This design comes from an exercise in tuning for small area on the open sky130 flow, not from production work.
Only simulation tests tie the RTL to the original design; equivalence was not proved.
Power and IR drop assume default switching activity.

$ cat flow/design.v
package aluPkg;
	typedef logic [1:0] aluOpT;
	localparam aluOpT opDef = 2'b00;
	localparam aluOpT opR   = 2'b01;
	localparam aluOpT opI   = 2'b10;
	localparam aluOpT opLs  = 2'b11;
	typedef logic [4:0] funcCodeT;
	localparam funcCodeT fnAdd  = 5'd0;
	localparam funcCodeT fnSub  = 5'd1;
	localparam funcCodeT fnAnd  = 5'd2;
	localparam funcCodeT fnXor  = 5'd3;
	localparam funcCodeT fnSll  = 5'd4;
	localparam funcCodeT fnSllV = 5'd5;
	localparam funcCodeT fnSrl  = 5'd6;
	localparam funcCodeT fnSrlV = 5'd7;
	localparam funcCodeT fnSra  = 5'd8;
	localparam funcCodeT fnSraV = 5'd9;
	typedef logic [2:0] resOpT;
	localparam resOpT selAdd    = 3'b000;
	localparam resOpT selComp   = 3'b001;
	localparam resOpT selAnd    = 3'b010;
	localparam resOpT selXor    = 3'b011;
	localparam resOpT selShiftL = 3'b100;
	localparam resOpT selShiftA = 3'b101;
	localparam int ShAmtW = 5;
endpackage
package cpuPkg;
	localparam int WordW = 32;
	localparam int IdxW = 3;
	typedef logic [WordW-1:0] wordT;
	typedef logic [IdxW-1:0] regIdxT;
	localparam wordT RegResetVal = '0;
endpackage
module bkCarry (
	input  logic [31:0] p,
	input  logic [31:0] g,
	input  logic        cin,
	output logic [32:0] c
);
	wire g0c = g[0] | (p[0] & cin);
	wire bg1_1 = g[1] | (p[1] & g0c);
	wire bp1_1 = p[1] & p[0];
	wire bg1_3 = g[3] | (p[3] & g[2]);
	wire bp1_3 = p[3] & p[2];
	wire bg1_5 = g[5] | (p[5] & g[4]);
	wire bp1_5 = p[5] & p[4];
	wire bg1_7 = g[7] | (p[7] & g[6]);
	wire bp1_7 = p[7] & p[6];
	wire bg1_9 = g[9] | (p[9] & g[8]);
	wire bp1_9 = p[9] & p[8];
	wire bg1_11 = g[11] | (p[11] & g[10]);
	wire bp1_11 = p[11] & p[10];
	wire bg1_13 = g[13] | (p[13] & g[12]);
	wire bp1_13 = p[13] & p[12];
	wire bg1_15 = g[15] | (p[15] & g[14]);
	wire bp1_15 = p[15] & p[14];
	wire bg1_17 = g[17] | (p[17] & g[16]);
	wire bp1_17 = p[17] & p[16];
	wire bg1_19 = g[19] | (p[19] & g[18]);
	wire bp1_19 = p[19] & p[18];
	wire bg1_21 = g[21] | (p[21] & g[20]);
	wire bp1_21 = p[21] & p[20];
	wire bg1_23 = g[23] | (p[23] & g[22]);
	wire bp1_23 = p[23] & p[22];
	wire bg1_25 = g[25] | (p[25] & g[24]);
	wire bp1_25 = p[25] & p[24];
	wire bg1_27 = g[27] | (p[27] & g[26]);
	wire bp1_27 = p[27] & p[26];
	wire bg1_29 = g[29] | (p[29] & g[28]);
	wire bp1_29 = p[29] & p[28];
	wire bg1_31 = g[31] | (p[31] & g[30]);
	wire bp1_31 = p[31] & p[30];
	wire bg2_3 = bg1_3 | (bp1_3 & bg1_1);
	wire bp2_3 = bp1_3 & bp1_1;
	wire bg2_7 = bg1_7 | (bp1_7 & bg1_5);
	wire bp2_7 = bp1_7 & bp1_5;
	wire bg2_11 = bg1_11 | (bp1_11 & bg1_9);
	wire bp2_11 = bp1_11 & bp1_9;
	wire bg2_15 = bg1_15 | (bp1_15 & bg1_13);
	wire bp2_15 = bp1_15 & bp1_13;
	wire bg2_19 = bg1_19 | (bp1_19 & bg1_17);
	wire bp2_19 = bp1_19 & bp1_17;
	wire bg2_23 = bg1_23 | (bp1_23 & bg1_21);
	wire bp2_23 = bp1_23 & bp1_21;
	wire bg2_27 = bg1_27 | (bp1_27 & bg1_25);
	wire bp2_27 = bp1_27 & bp1_25;
	wire bg2_31 = bg1_31 | (bp1_31 & bg1_29);
	wire bp2_31 = bp1_31 & bp1_29;
	wire bg3_7 = bg2_7 | (bp2_7 & bg2_3);
	wire bp3_7 = bp2_7 & bp2_3;
	wire bg3_15 = bg2_15 | (bp2_15 & bg2_11);
	wire bp3_15 = bp2_15 & bp2_11;
	wire bg3_23 = bg2_23 | (bp2_23 & bg2_19);
	wire bp3_23 = bp2_23 & bp2_19;
	wire bg3_31 = bg2_31 | (bp2_31 & bg2_27);
	wire bp3_31 = bp2_31 & bp2_27;
	wire bg4_15 = bg3_15 | (bp3_15 & bg3_7);
	wire bp4_15 = bp3_15 & bp3_7;
	wire bg4_31 = bg3_31 | (bp3_31 & bg3_23);
	wire bp4_31 = bp3_31 & bp3_23;
	wire bg5_31 = bg4_31 | (bp4_31 & bg4_15);
	wire bp5_31 = bp4_31 & bp4_15;
	wire bd3_23 = bg3_23 | (bp3_23 & bg4_15);
	wire bdp3_23 = bp3_23 & bp4_15;
	wire bd2_11 = bg2_11 | (bp2_11 & bg3_7);
	wire bdp2_11 = bp2_11 & bp3_7;
	wire bd2_19 = bg2_19 | (bp2_19 & bg4_15);
	wire bdp2_19 = bp2_19 & bp4_15;
	wire bd2_27 = bg2_27 | (bp2_27 & bd3_23);
	wire bdp2_27 = bp2_27 & bdp3_23;
	wire bd1_5 = bg1_5 | (bp1_5 & bg2_3);
	wire bdp1_5 = bp1_5 & bp2_3;
	wire bd1_9 = bg1_9 | (bp1_9 & bg3_7);
	wire bdp1_9 = bp1_9 & bp3_7;
	wire bd1_13 = bg1_13 | (bp1_13 & bd2_11);
	wire bdp1_13 = bp1_13 & bdp2_11;
	wire bd1_17 = bg1_17 | (bp1_17 & bg4_15);
	wire bdp1_17 = bp1_17 & bp4_15;
	wire bd1_21 = bg1_21 | (bp1_21 & bd2_19);
	wire bdp1_21 = bp1_21 & bdp2_19;
	wire bd1_25 = bg1_25 | (bp1_25 & bd3_23);
	wire bdp1_25 = bp1_25 & bdp3_23;
	wire bd1_29 = bg1_29 | (bp1_29 & bd2_27);
	wire bdp1_29 = bp1_29 & bdp2_27;
	wire bd0_2 = g[2] | (p[2] & bg1_1);
	wire bdp0_2 = p[2] & bp1_1;
	wire bd0_4 = g[4] | (p[4] & bg2_3);
	wire bdp0_4 = p[4] & bp2_3;
	wire bd0_6 = g[6] | (p[6] & bd1_5);
	wire bdp0_6 = p[6] & bdp1_5;
	wire bd0_8 = g[8] | (p[8] & bg3_7);
	wire bdp0_8 = p[8] & bp3_7;
	wire bd0_10 = g[10] | (p[10] & bd1_9);
	wire bdp0_10 = p[10] & bdp1_9;
	wire bd0_12 = g[12] | (p[12] & bd2_11);
	wire bdp0_12 = p[12] & bdp2_11;
	wire bd0_14 = g[14] | (p[14] & bd1_13);
	wire bdp0_14 = p[14] & bdp1_13;
	wire bd0_16 = g[16] | (p[16] & bg4_15);
	wire bdp0_16 = p[16] & bp4_15;
	wire bd0_18 = g[18] | (p[18] & bd1_17);
	wire bdp0_18 = p[18] & bdp1_17;
	wire bd0_20 = g[20] | (p[20] & bd2_19);
	wire bdp0_20 = p[20] & bdp2_19;
	wire bd0_22 = g[22] | (p[22] & bd1_21);
	wire bdp0_22 = p[22] & bdp1_21;
	wire bd0_24 = g[24] | (p[24] & bd3_23);
	wire bdp0_24 = p[24] & bdp3_23;
	wire bd0_26 = g[26] | (p[26] & bd1_25);
	wire bdp0_26 = p[26] & bdp1_25;
	wire bd0_28 = g[28] | (p[28] & bd2_27);
	wire bdp0_28 = p[28] & bdp2_27;
	wire bd0_30 = g[30] | (p[30] & bd1_29);
	wire bdp0_30 = p[30] & bdp1_29;
	assign c[0] = cin;
	assign c[1] = g0c;
	assign c[2] = bg1_1;
	assign c[3] = bd0_2;
	assign c[4] = bg2_3;
	assign c[5] = bd0_4;
	assign c[6] = bd1_5;
	assign c[7] = bd0_6;
	assign c[8] = bg3_7;
	assign c[9] = bd0_8;
	assign c[10] = bd1_9;
	assign c[11] = bd0_10;
	assign c[12] = bd2_11;
	assign c[13] = bd0_12;
	assign c[14] = bd1_13;
	assign c[15] = bd0_14;
	assign c[16] = bg4_15;
	assign c[17] = bd0_16;
	assign c[18] = bd1_17;
	assign c[19] = bd0_18;
	assign c[20] = bd2_19;
	assign c[21] = bd0_20;
	assign c[22] = bd1_21;
	assign c[23] = bd0_22;
	assign c[24] = bd3_23;
	assign c[25] = bd0_24;
	assign c[26] = bd1_25;
	assign c[27] = bd0_26;
	assign c[28] = bd2_27;
	assign c[29] = bd0_28;
	assign c[30] = bd1_29;
	assign c[31] = bd0_30;
	assign c[32] = bg5_31;
endmodule
module execUnit (
	input  logic        clk,
	input  logic        rstN,
	input  logic        issue,
	input  logic [1:0]  aluOp,
	input  logic [4:0]  funcCode,
	input  logic [2:0]  rs,
	input  logic [2:0]  rt,
	input  logic [2:0]  rd,
	input  logic [31:0] imm,
	output logic [31:0] result,
	output logic        resultValid,
	output logic        zero
);
	logic [31:0] regs [8];
	logic        zflag;
	wire isR   = (aluOp == 2'b01);
	wire sub   = (funcCode == 5'd1) && (aluOp == 2'b01 || aluOp == 2'b10);
	wire fAnd  = (funcCode == 5'd2);
	wire fXor  = (funcCode == 5'd3);
	wire fSl   = (funcCode[4:1] == 4'd2);
	wire fSr   = (funcCode[4:1] == 4'd3);
	wire fSra  = (funcCode[4:1] == 4'd4);
	wire varSh = (funcCode == 5'd5 || funcCode == 5'd7 || funcCode == 5'd9);
	wire kAnd = rstN && isR && fAnd;
	wire kXor = rstN && isR && fXor;
	wire kSl  = rstN && isR && fSl;
	wire kSr  = rstN && isR && (fSr || fSra);
	wire kSum = rstN && !(isR && (fAnd || fXor || fSl || fSr || fSra));
	wire kPx  = kSum || kXor;
	wire cEn  = !(isR && fXor);
	wire [7:0] sA = 8'd1 << rs;
	wire [7:0] sB = isR ? (8'd1 << rt) : 8'd0;
	wire       sI = !isR;
	logic [31:0] A, B;
	for (genvar i = 0; i < 32; i++) begin : gRead
		assign A[i] = !(!((regs[0][i] & sA[0]) | (regs[1][i] & sA[1]) | (regs[2][i] & sA[2])) &
			         !((regs[3][i] & sA[3]) | (regs[4][i] & sA[4]) | (regs[5][i] & sA[5])) &
			         !((regs[6][i] & sA[6]) | (regs[7][i] & sA[7])));
		assign B[i] = !(!((regs[0][i] & sB[0]) | (regs[1][i] & sB[1]) | (regs[2][i] & sB[2])) &
			         !((regs[3][i] & sB[3]) | (regs[4][i] & sB[4]) | (regs[5][i] & sB[5])) &
			         !((regs[6][i] & sB[6]) | (regs[7][i] & sB[7]) | (imm[i] & sI)));
	end
	wire [4:0] sh = varSh ? B[4:0] : imm[4:0];
	wire [31:0] Bx = B ^ {32{sub}};
	wire [31:0] p  = A ^ Bx;
	wire [31:0] g  = A & Bx & {32{cEn}};
	wire [32:0] c;
	bkCarry bkCarry_i (.p(p), .g(g), .cin(sub), .c(c));
	wire [31:0] sum = p ^ c[31:0];
	logic [31:0] X, R;
	for (genvar i = 0; i < 32; i++) begin : gRev
		assign X[i] = fSl ? A[31-i] : A[i];
	end
	wire fill = fSra & A[31];
	wire [63:0] srx = {{32{fill}}, X} >> sh;
	assign R = srx[31:0];
	logic [31:0] Y;
	for (genvar i = 0; i < 32; i++) begin : gRes
		assign Y[i] = (kPx & sum[i]) | (kAnd & A[i] & !p[i]) |
			       (kSr & R[i]) | (kSl & R[31-i]);
	end
	always_ff @(posedge clk) begin
		for (int i = 0; i < 8; i++)
			if (!rstN || (issue && rd == 3'(i)))
				regs[i] <= Y;
		if (!rstN || issue)
			result <= Y;
		zflag       <= rstN && (issue || zflag);
		resultValid <= rstN && issue;
	end
	assign zero = zflag && (result == 32'd0);
endmodule
$ cat flow/flow/run.sh
#!/bin/bash
# Layout flow: the standard flow, with synthesis re-run so that ABC maps
# the combinational logic with an area-oriented script (flow/area.abc), and
# with the make variables listed one per line in flow/make_args.
# Registers come from the same Yosys steps, so names and cell types match the
# standard synthesis; this is checked below.
set -euo pipefail
D=$PWD
ARGS=()
[[ -f $D/flow/make_args ]] && mapfile -t ARGS < <(grep -v '^\s*$' $D/flow/make_args)

cp $D/flow/area.abc $D/area.abc
cat > $D/area_synth.tcl <<EOT
proc synth {args} { yosys synth -nofsm -noshare {*}\$args }
proc abc {args} {
  set i [lsearch -exact \$args -script]
  if {\$i >= 0} { lset args [expr {\$i+1}] $D/area.abc }
  yosys abc {*}\$args
}
source \$::env(SCRIPTS_DIR)/synth.tcl
# left out here: clear keep_hierarchy, flatten, clean up
yosys rename -hide {w:*\$func\$*}
write_verilog -noattr -nohex -nodec \$::env(RESULTS_DIR)/1_2_yosys.v
EOT

# Reference: the standard synthesis, in a folder of its own
bash standard.sh WORK_HOME=$D/std synth > $D/std_synth.log 2>&1

# Synthesis with the area-oriented mapping
bash standard.sh SYNTH_SCRIPT=$D/area_synth.tcl "${ARGS[@]}" synth > $D/synth.log 2>&1

regs() { grep -oE 'sky130_fd_sc_hd__(e?dfxtp|dfrtp|dfstp|sdf[a-z]*|edf[a-z]*)_[0-9]+ +[^ ]+' "$1" | sed -E 's/_[0-9]+ +/ /' | sort; }
regs $D/std/results/sky130hd/execUnit/base/1_2_yosys.v > $D/regs_std.txt
regs $D/orfs/results/sky130hd/execUnit/base/1_2_yosys.v > $D/regs_area.txt
if ! cmp -s $D/regs_std.txt $D/regs_area.txt; then
  echo "register mismatch against the standard synthesis" >&2
  diff $D/regs_std.txt $D/regs_area.txt | head >&2
  exit 1
fi

# Rest of the layout
bash standard.sh SYNTH_SCRIPT=$D/area_synth.tcl "${ARGS[@]}" > $D/layout.log 2>&1
$ cat flow/flow/area.abc
strash
 &get -n
 &dch
 &nf -p -R 1000
 &put
$ cat flow/flow/make_args
ADDER_MAP_FILE=
SYNTH_OPERATIONS_ARGS=-booth
BUFFER_PORTS_ARGS=-buffer_cell sky130_fd_sc_hd__buf_1
CTS_ARGS=-sink_clustering_enable -repair_clock_nets -dont_use_dummy_load -buf_list sky130_fd_sc_hd__clkbuf_4 -sink_clustering_size 10 -sink_clustering_max_diameter 60
$ cat flow/standard.sh
#!/bin/bash
# synth_recipe.tcl (not shown) runs the flow's synth.tcl, then flattens the netlist and writes it again
# the make line also repeats each setting of config.mk as NAME=value (left out here)
make -C /OpenROAD-flow-scripts/flow DESIGN_CONFIG=/design/flow/config.mk WORK_HOME=/design/flow/orfs CLKGATE_MAP_FILE= SYNTH_SCRIPT=/design/flow/synth_recipe.tcl "${@:-finish}"
$ cat flow/config.mk
export PLATFORM = sky130hd
export DESIGN_NAME = execUnit
export DESIGN_NICKNAME = execUnit
export VERILOG_FILES = /design/flow/design.v
export SDC_FILE = /design/flow/constraint.sdc
export NUM_CORES = 4
export LEC_CHECK = 0
export CAP_MARGIN = 20
export CORE_MARGIN = 2
export CORE_UTILIZATION = 40
export SLEW_MARGIN = 20
$ cat flow/constraint.sdc
create_clock -name core_clock -period 8.0 [get_ports {clk}]
set_input_delay 1.6000 -clock core_clock [delete_from_list [all_inputs] [get_ports {clk}]]
set_output_delay 1.6000 -clock core_clock [all_outputs]
set_load 0.01 [all_outputs]
==> results.txt <==
status=timing/DRC/antenna clean; Placement Rows=71; crit-path max cell delay=0.56 ns; Seq/Total Area, Yosys=57.5%; Slew @ Worst Pin=1.10 ns; r2r worst-path depth=22; CTS Root Cell=clkbuf_4; Post-Route Setup TNS=0 ns; Cell variety after synth=47; Yosys warning total=2; Top FF cell, synth=edfxtp_1; Final min period=6.80 ns; Arrival @ worst endpoint=7.15 ns; cell family with most CP delay=compound AO/OA/AOI/OAI gates; # hold bufs at CTS=0; WL per Instance=27.0 microns; Placed Area=16700 sq um; drt first pass iters=10; CTS resizes=0; clk sinks=290; final setup vio count=0; Slew Limit Fails=0; vias=13165; DP HPWL=34600 microns; Filler Cell Count=3450; synthesized flop and latch total=290; number of flops mapped to enable cells by yosys=288; Synth area leaders=edfxtp_1, a222oi_1, nand2_1; CTS tree=yes; DR vias/cell=6.67; Post-CTS Setup Inserts=0; share of layout cells above drive strength 1=8.41%; clock latency (worst-skew pair)=0.69 ns; GP Congestion=0.899; initial antenna violation count=2; Crit Path Category=primary input to flop; input/output buffers=84; ys async rst share=0%; Worst VDD drop=105 uV; Yosys top cell by area=edfxtp_1; CP Max Fanout=10; slew margin rel.=26.7%; Post-synth top cells=edfxtp_1, a222oi_1, nand2_1, nor2_1, o21ai_0; total core area=37400 sq um; hold_ws=0.476 ns; GRT Overall Usage=26.8%; CTS H-Tree Depth=2; Worst-path clk slew=0.09 ns; met3 Usage GRT=3.80%; antenna-violating nets left=0; syn nets=1337; first-pass GRT wire length=78400 microns; top-area cell type share of the netlist area=57.3%; Detailed Route WL=53300 microns; gr ovfl total=0; largest net degree at the start of global routing=60; most frequent cell after synthesis=edfxtp_1; die height=198 microns; worst path bufs/invs=2; critical path capture point type=flop; final hold violations=0; MaxCap Viol Count=0; Chip Width=198 microns; vias in the first global route=12412; Leakage=0.00563 uW; Post-Synthesis Cells=1286; Slowest-stage cell, CP=a221oi_1; synthesis-to-finish area growth=12.7%; Reg-to-Reg End=regs[2][31]; Die Outline Area=39300 sq um; Cell Area, Synth=15100 sq um; Num CTS Buffers=36; Reg2Reg Setup Slack=2.39 ns; unrepaired setup endpoints after global routing=false; Final Skew=0.106 ns; reg2reg start=regs[0][0]; Finished Cell Area=17000 sq um; Hold Path Class=flop to flop; Setup crit end=regs[2][31]; critical path, cell by cell=buf_1 -> and3b_1 -> a222oi_1 -> nand2_1 -> a221oi_1 -> xor2_1 -> nor2_1 -> o21ai_0 -> nand2_1 -> nand3_1 -> o211ai_1 -> a21oi_1 -> buf_4 -> o211ai_1 -> a31oi_1 -> nor4bb_1 -> a221oi_1 -> nor3_1 -> nor3_1 -> nand2b_1 -> o21ai_0 -> xnor2_1 -> nand2_1 -> o211ai_1; critical path startpoint=rs[1]; Max Fclk=0.147 GHz; met1 Use GR=37.6%; crit path launch type=primary input; synthesized area per cell=11.7 sq um; # nets final=1515; pwr dens=238 nW/um^2; met2 Track Usage GR=43.0%; CP Data Required Time=8.35 ns; Max clock buf depth=3; Critical Path Stages=24; GRT busiest layer=met2; period utilization=85.0%; Remaining DRCs=0; DRT iter0 DRCs=2441; Starting Density=40.4%; IO Pins=85
report_power, final:
part	total (uW)	switching [uW]	internal, uW
Sequential	2300	174	2120
Combinational	1080	740	338
Clock	675	467	208
cell type report:
cell class	count	area (sq um)	share of cell area [%]
clock buffers	36	270	1.59
flip-flops and latches	290	8690	51.1
repair buffers	140	748	4.40
diodes	2	5.00	0.0294
well taps	511	639	3.76
inverters	2	7.51	0.0441
multi-input cells	994	6650	39.1
sequential cells by signal (all words and copies together), names as in the netlist:
| signal | flops |
|---|---|
| zflag | 1 |
| regs | 256 |
| resultValid | 1 |
| result | 32 |
worst min-delay path by stage:
| stage | from | to | slack [ns] | cells past startpoint |
|---|---|---|---|---|
| after floorplan | zflag | zflag | 0.43 | 1 |
| after global placement | zflag | zflag | 0.45 | 1 |
| after detailed placement | zflag | zflag | 0.45 | 1 |
| after CTS | zflag | zflag | 0.48 | 1 |
| after global routing | zflag | zflag | 0.51 | 1 |
| final | zflag | zflag | 0.48 | 1 |
per-layer routing:
metal  vias up  wire length (microns)
li1       5814                      -
met1      6412                  22100
met2       835                  24600
met3       104                   5290
met4         0                   1330
met5         -                      0
metrics by stage:
| stage | power, uW | setup WS, ns | util, % | std cells |
|---|---|---|---|---|
| after floorplan | 2970 | 0.316 | - | 1286 |
| after global placement | 3360 | 0.831 | 44.7 | 1937 |
| after detailed placement | 3380 | 0.656 | 44.7 | 1937 |
| after CTS | 4040 | 1.32 | 45.5 | 1973 |
| after global routing | 4250 | 0.768 | 45.5 | 1975 |
| final | 4050 | 1.20 | 45.5 | 1975 |
logic make-up (layout without fill, tap and decap cells):
| logic type | Yosys count | after routing | synth area share [%] |
|---|---|---|---|
| buffers and inverters | 2 | 178 | 0.0497 |
| multiplexers | 41 | 41 | 2.76 |
| flip-flops | 290 | 290 | 57.5 |
| AO/OA/AOI/OAI | 476 | 476 | 23.4 |
| AND/OR/NAND/NOR | 412 | 412 | 12.5 |
| other | 0 | 2 | 0 |
| XOR/XNOR | 65 | 65 | 3.77 |
cells in the final DEF, fill, tap and decap left out, types with 4 or more instances in the layout:
cell type and instances:
and3_1 9, o211ai_1 26, mux2i_1 36, xor2_1 40
nor3_1 6, nand2b_1 17, o22ai_1 5, mux2_1 5
a222oi_1 160, nand3_1 53, nor4_1 6, a22o_1 5
a22oi_1 43, o21ai_4 6, or2_0 13, nand3b_1 4
o21ai_0 91, a221oi_1 16, buf_1 84, edfxtp_1 288
clkbuf_4 36, a21oi_1 91, xnor2_1 25, nor2_1 99
buf_4 55, nor2b_1 8, o21a_1 5, nand2_1 154
o311ai_0 9, and2_0 5, or3_1 5

## re-timing with driven ports
How much do the figures lean on ideal ports? The routed layout below was timed once more, with nothing changed but the port constraints. Step 1: set_driving_cell puts a clkbuf_16 on clk and a buf_2 on each other input, an assumption about the parent block. Step 2 adds t to the input delays and takes it off the output delays; t is the mean of the earliest and latest rising clock arrival at the registers after step 1. Input paths then give back, and output paths get back, about the clock's delay inside the block. Slacks: no drivers / after step 1 / after step 2; pairs: no drivers / after step 1.
t, ns: 0.682
setup WS [ns]: 1.201 / 1.132 / 0.449
latest minus earliest clock arrival (ns): 0.106 / 0.107
After both steps this run still meets setup and hold. The setup slack of this run moves by -0.069 ns with the drivers and by -0.752 ns with both steps.
